Context: an optimization exercise on an open-source flow, tuned for small area, a short achievable clock period and few clock cycles per item. The choices shown serve that exercise and are no tape-out recipe.
The RTL was checked by simulation tests, not by an equivalence proof against the original design.
No activity file was given, so power comes from the tool's default toggle rates.

JK:
==> flow/design.v (excerpt) <==
module sorted_priority_queue (
  input  logic                                clk_i,
  input  logic                                rst_ni,
  input  logic                                start,
  output logic                                busy,
  input  logic [spq_pkg::CMD_W-1:0]           cmd_i,
  input  logic [spq_pkg::PAYLOAD_W-1:0]       payload_i,
  input  logic signed [spq_pkg::PRIO_IN_W-1:0] priority_req_i,
  output logic                                done_o,
  output logic [spq_pkg::DOUT_W-1:0]          data_out_o,
  output logic [spq_pkg::COUNT_W-1:0]         count_o,
  output logic [spq_pkg::STATUS_W-1:0]        status_o
);
==> flow/config.mk <==
export PLATFORM = sky130hd
export DESIGN_NAME = sorted_priority_queue
export DESIGN_NICKNAME = sorted_priority_queue
export VERILOG_FILES = /design/flow/design.v
export SDC_FILE = /design/flow/constraint.sdc
export NUM_CORES = 4
export LEC_CHECK = 0
export ABC_CLOCK_PERIOD_IN_PS = 2500
export CAP_MARGIN = 20
export CORE_MARGIN = 2
export CORE_UTILIZATION = 40
export SETUP_SLACK_MARGIN = 1.5
export SLEW_MARGIN = 20
==> flow/constraint.sdc <==
create_clock -name core_clock -period 5.0 [get_ports {clk_i}]
set_input_delay 1.0000 -clock core_clock [delete_from_list [all_inputs] [get_ports {clk_i}]]
set_output_delay 1.0000 -clock core_clock [all_outputs]
set_load 0.01 [all_outputs]
run.sh (not shown) runs the stock make flow with config.mk's settings and CLKGATE_MAP_FILE= SYNTH_SCRIPT=/design/flow/synth_recipe.tcl, a recipe that flattens the netlist after the stock synthesis.
Testbench counts of JK, summed over its fixed seeds: cycles 16,008, items 16,000.
Here is what was changed in the inputs of MS compared with JK.
diff --git a/flow/config.mk b/flow/config.mk
--- a/flow/config.mk
+++ b/flow/config.mk
@@ -12 +12 @@
-export SETUP_SLACK_MARGIN = 1.5
+export SETUP_SLACK_MARGIN = 2.5
## What came out
- Going from JK to MS, overall power consumption grows by 1300 uW.
- Higher clock network fraction of design power goes to MS over JK.
- Compared with JK, MS degrades wire length of the first global-routing pass.
- In MS, overall global routing resource usage is higher than in JK.
- Diff JK -> MS | fraction of the cycle the final worst path needs | decrease of 18 points
- | met3 layer wire length in the routed design | MS vs JK | 170 microns higher |
- Against JK, HPWL reported at the end of detailed placement in MS fell by a few percent.
- Global placement routability congestion ended up 0.020 higher on MS than on JK.


Another version of the RTL of sorted_priority_queue (not shown whole).
For scale: ~4000 cells after synthesis, about 920 flip-flops, roughly 94 I/O pins, roughly 41000 sq um of cells after synthesis.
## sorted_priority_queue
module sorted_priority_queue (
  input  logic                                clk_i,
  input  logic                                rst_ni,
  input  logic                                start,
  output logic                                busy,
  input  logic [spq_pkg::CMD_W-1:0]           cmd_i,
  input  logic [spq_pkg::PAYLOAD_W-1:0]       payload_i,
  input  logic signed [spq_pkg::PRIO_IN_W-1:0] priority_req_i,
  output logic                                done_o,
  output logic [spq_pkg::DOUT_W-1:0]          data_out_o,
  output logic [spq_pkg::COUNT_W-1:0]         count_o,
  output logic [spq_pkg::STATUS_W-1:0]        status_o
);
export LEC_CHECK = 0
export ABC_AREA = 1
export CAP_MARGIN = 20
export CORE_MARGIN = 2
export CORE_UTILIZATION = 55
export CTS_CLUSTER_DIAMETER = 80
export CTS_CLUSTER_SIZE = 25
export PLACE_DENSITY = 0.65
export SETUP_SLACK_MARGIN = 3.1
export SLEW_MARGIN = 20
export TNS_END_PERCENT = 25
create_clock -name core_clock -period 5.0 [get_ports {clk_i}]
standard.sh (not shown) runs the stock make flow with config.mk's settings and CLKGATE_MAP_FILE= SYNTH_SCRIPT=/design/flow/synth_recipe.tcl, a recipe that flattens the netlist after the stock synthesis.
==> flow/flow/run.sh <==
#!/bin/bash
# Layout flow: the standard flow (standard synthesis unchanged), with the
# port buffers made of plain buf_4 cells instead of the delay cells that
# buffer_ports picks by default. Every input and output port still gets its
# buffer; nothing else changes.
set -uo pipefail
export BUFFER_PORTS_ARGS="-buffer_cell sky130_fd_sc_hd__buf_4"
bash standard.sh finish > standard_flow.log 2>&1
status=$?
tail -n 20 standard_flow.log
exit $status
The starting point produced a clean layout.
Testbench counts at the start, summed over its fixed seeds: cycles 16,008, items 16,000.
Change:
--- a/flow/config.mk
+++ b/flow/config.mk
@@ -9,9 +9,8 @@
 export CAP_MARGIN = 20
 export CORE_MARGIN = 2
-export CORE_UTILIZATION = 55
+export CORE_UTILIZATION = 40
 export CTS_CLUSTER_DIAMETER = 80
 export CTS_CLUSTER_SIZE = 25
-export PLACE_DENSITY = 0.65
-export SETUP_SLACK_MARGIN = 3.1
+export SETUP_SLACK_MARGIN = 3.0
 export SLEW_MARGIN = 20
 export TNS_END_PERCENT = 25
Wire length climbs by 0.80%.
Die area rises by 37%.
Non-clock buffer count drops by 39.
Change:
--- a/flow/config.mk
+++ b/flow/config.mk
@@ -6,5 +6,5 @@
 export NUM_CORES = 4
 export LEC_CHECK = 0
-export ABC_AREA = 1
+export ABC_CLOCK_PERIOD_IN_PS = 3000
 export CAP_MARGIN = 20
 export CORE_MARGIN = 2
@@ -12,5 +12,5 @@
 export CTS_CLUSTER_DIAMETER = 80
 export CTS_CLUSTER_SIZE = 25
-export SETUP_SLACK_MARGIN = 3.0
+export SETUP_SLACK_MARGIN = 2.8
 export SLEW_MARGIN = 20
 export TNS_END_PERCENT = 25
Outcome:
- The changed run ran to the end with no violations
- sequential power climbs by about 5.5%
- setup slack gets worse by 0.17 ns
- clock skew stays flat
- power climbs by about 11%
- register-to-register slack gets worse by 0.13 ns
- final area drops by 1.3%


Another version of the RTL of sorted_priority_queue (not shown whole).
Size in the first run: roughly 970 flip-flops.
Design sorted_priority_queue, start of the top module:
module sorted_priority_queue (
  input  logic                                clk_i,
  input  logic                                rst_ni,
  input  logic                                start,
  output logic                                busy,
  input  logic [spq_pkg::CMD_W-1:0]           cmd_i,
  input  logic [spq_pkg::PAYLOAD_W-1:0]       payload_i,
  input  logic signed [spq_pkg::PRIO_IN_W-1:0] priority_req_i,
  output logic                                done_o,
  output logic [spq_pkg::DOUT_W-1:0]          data_out_o,
  output logic [spq_pkg::COUNT_W-1:0]         count_o,
  output logic [spq_pkg::STATUS_W-1:0]        status_o
);
Settings: LEC_CHECK=0, ABC_CLOCK_PERIOD_IN_PS=2000, CAP_MARGIN=20, CORE_MARGIN=2, CORE_UTILIZATION=40, CTS_CLUSTER_DIAMETER=80, CTS_CLUSTER_SIZE=25, SETUP_SLACK_MARGIN=2.8, SLEW_MARGIN=20, TNS_END_PERCENT=100; clock period 5.0 ns.
Scripts as last shown in full above: flow/flow/run.sh
The first run produced a clean layout.
Testbench counts at the start, summed over its fixed seeds: cycles 16,016, items 16,000.
Then changed:
- TNS_END_PERCENT: 100 -> 5
The changed run completed without violations.
Global-route usage decreases by 1.1 points.
Synthesized cell count is unchanged.
Synthesized area is unchanged.
Critical path depth is lower by 1.
Sequential power stays flat.
Register-to-register slack gets better by 0.05 ns.
Then changed:
- TNS_END_PERCENT: 5 -> 25
After rerunning: Register-to-register slack is about the same; sequential power stays flat; total power rose by about 0.47%; core utilization rises by 0.39 points.
Then changed:
- SETUP_SLACK_MARGIN: 2.8 -> 3.0
Effect: The new run completed without violations. Clock skew hardly moves. Final cell count went up by 2.2%. Global-route usage is higher by 0.36 points. Clock-buffer cell count does not change. Worst hold slack hardly moves. Final area came out higher by 4.5%. Worst setup slack improves by 0.027 ns. Via count rises by 3.3%. Power came out higher by 2.7%. Register-to-register slack improves by 0.03 ns. First-iteration DRC count grows by 18%.


sorted_priority_queue with an RTL version that a note above also has.
Size in the first run: roughly 920 flip-flops, ~94 I/O pins.
==> flow/config.mk <==
export PLATFORM = sky130hd
export DESIGN_NAME = sorted_priority_queue
export DESIGN_NICKNAME = sorted_priority_queue
export VERILOG_FILES = /design/flow/design.v
export SDC_FILE = /design/flow/constraint.sdc
export NUM_CORES = 4
export LEC_CHECK = 0
export ABC_CLOCK_PERIOD_IN_PS = 2000
export CAP_MARGIN = 20
export CORE_MARGIN = 2
export CORE_UTILIZATION = 40
export CTS_CLUSTER_DIAMETER = 80
export CTS_CLUSTER_SIZE = 25
export SETUP_SLACK_MARGIN = 2.8
export SLEW_MARGIN = 20
export TNS_END_PERCENT = 25
==> flow/constraint.sdc <==
create_clock -name core_clock -period 5.0 [get_ports {clk_i}]
set_input_delay 1.0000 -clock core_clock [delete_from_list [all_inputs] [get_ports {clk_i}]]
set_output_delay 1.0000 -clock core_clock [all_outputs]
set_load 0.01 [all_outputs]
==> flow/flow/run.sh <==
#!/bin/bash
# Layout flow: the standard flow (standard synthesis unchanged), with the
# port buffers made of plain buf_4 cells instead of the delay cells that
# buffer_ports picks by default, and clock tree synthesis without dummy
# loads. Every input and output port still gets its buffer.
set -uo pipefail
export BUFFER_PORTS_ARGS="-buffer_cell sky130_fd_sc_hd__buf_4"
export CTS_ARGS="-sink_clustering_enable -repair_clock_nets -sink_clustering_size 25 -sink_clustering_max_diameter 80 -dont_use_dummy_load"
bash standard.sh finish > standard_flow.log 2>&1
status=$?
tail -n 20 standard_flow.log
exit $status
Testbench counts at the start, summed over its fixed seeds: cycles 16,008, items 16,000.
==> next run, changes <==
==> flow/flow/run.sh (replaced) <==
#!/bin/bash
# Layout flow: the standard flow (standard synthesis unchanged), with the
# port buffers made of plain buf_4 cells instead of the delay cells that
# buffer_ports picks by default. Every input and output port still gets its
# buffer; nothing else changes.
set -uo pipefail
export BUFFER_PORTS_ARGS="-buffer_cell sky130_fd_sc_hd__buf_4"
bash standard.sh finish > standard_flow.log 2>&1
status=$?
tail -n 20 standard_flow.log
exit $status
ABC_AREA = 1   (was unset)
ABC_CLOCK_PERIOD_IN_PS = unset   (was 2000)
After rerunning:
- The changed run finished with timing, DRC and antenna clean
- total power drops by 11%
- setup slack improves by 0.021 ns
- register-to-register slack hardly moves
- die area rises by 0.98%
- first-iteration DRC count came out lower by 6.3%
- hold slack is about the same
- clock power went up by 13%
==> next run, changes <==
CORE_UTILIZATION = 55   (was 40)
PLACE_DENSITY = 0.65   (was unset)
SETUP_SLACK_MARGIN = 3.0   (was 2.8)
What happened:
- power goes up slightly
- clock skew goes down by 0.0038 ns
- wire length goes up slightly
- via count goes up by a few percent
- design area goes up slightly
- global-route usage goes up by 8.2 points
==> next run, changes <==
CORE_UTILIZATION = 40   (was 55)
PLACE_DENSITY = unset   (was 0.65)
SETUP_SLACK_MARGIN = 2.8   (was 3.0)
TNS_END_PERCENT = 50   (was 25)
Effect: Maximum frequency came out lower by about 5.4%; sequential power came out higher by about 1%; routed wire length falls by 1.5%; first-iteration DRC count drops by about 11%; power is higher by about 0.7%; critical path depth went up by 3; via count falls by 2.4%; area after synthesis does not change; cell area fell by 0.74%.
==> next run, changes <==
ABC_AREA = unset   (was 1)
ABC_CLOCK_PERIOD_IN_PS = 2000   (was unset)
TNS_END_PERCENT = 25   (was 50)
Register-to-register slack hardly moves.
Global-route usage is about the same.
Area after synthesis went down by 0.98%.
Cell count went down by 20%.

static timing again, ports no longer ideal:
In the flow no input, the clock included, has a driving cell. The finished layouts below were timed again as built, in two steps.
Step 1, drivers: a clkbuf_16 drives clk_i and a buf_2 each remaining input, both assumed.
Step 2 adds t to the input delays and takes it off the output delays; t is the mean of the earliest and latest rising clock arrival at the registers after step 1. Input paths then give back, and output paths get back, about the clock's delay inside the block.
a / b / c = ideal / step 1 / step 2; a / b = the first two.
run | shift t [ns] | setup slack, ns | worst setup path after step 2 | pins driven straight from the clock port
JK | 0.749 | 1.594 / 1.594 / 1.077 | input to register | 1
MS | 0.742 | 2.488 / 2.471 / 1.835 | input to register | 1
the first run of note 2 | 0.713 | 2.634 / 2.634 / 2.384 | input to register | 1
the second run of note 2 | 0.728 | 2.842 / 2.778 / 2.356 | input to register | 1
the third run of note 2 | 0.730 | 2.671 / 2.599 / 1.981 | input to register | 1
the first run of note 3 | 0.761 | 2.611 / 2.611 / 2.265 | input to register | 1
the second run of note 3 | 0.756 | 2.662 / 2.643 / 2.474 | input to register | 1
the third run of note 3 | 0.742 | 2.655 / 2.634 / 2.556 | input to register | 1
the fourth run of note 3 | 0.744 | 2.682 / 2.636 / 2.472 | input to register | 1
the first run of note 4 | 0.694 | 2.729 / 2.656 / 2.020 | input to register | 1
the second run of note 4 | 0.747 | 2.750 / 2.677 / 2.225 | input to register | 1
the third run of note 4 | 0.709 | 2.841 / 2.771 / 2.398 | input to register | 1
the fourth run of note 4 | 0.744 | 2.718 / 2.695 / 2.242 | input to register | 1
the fifth run of note 4 | 0.730 | 2.671 / 2.599 / 1.981 | input to register | 1
After both steps setup and hold are still met in every run listed. The setup slack of the first run of note 4, which loses most, moves by -0.073 ns with the drivers and by -0.709 ns with both steps.
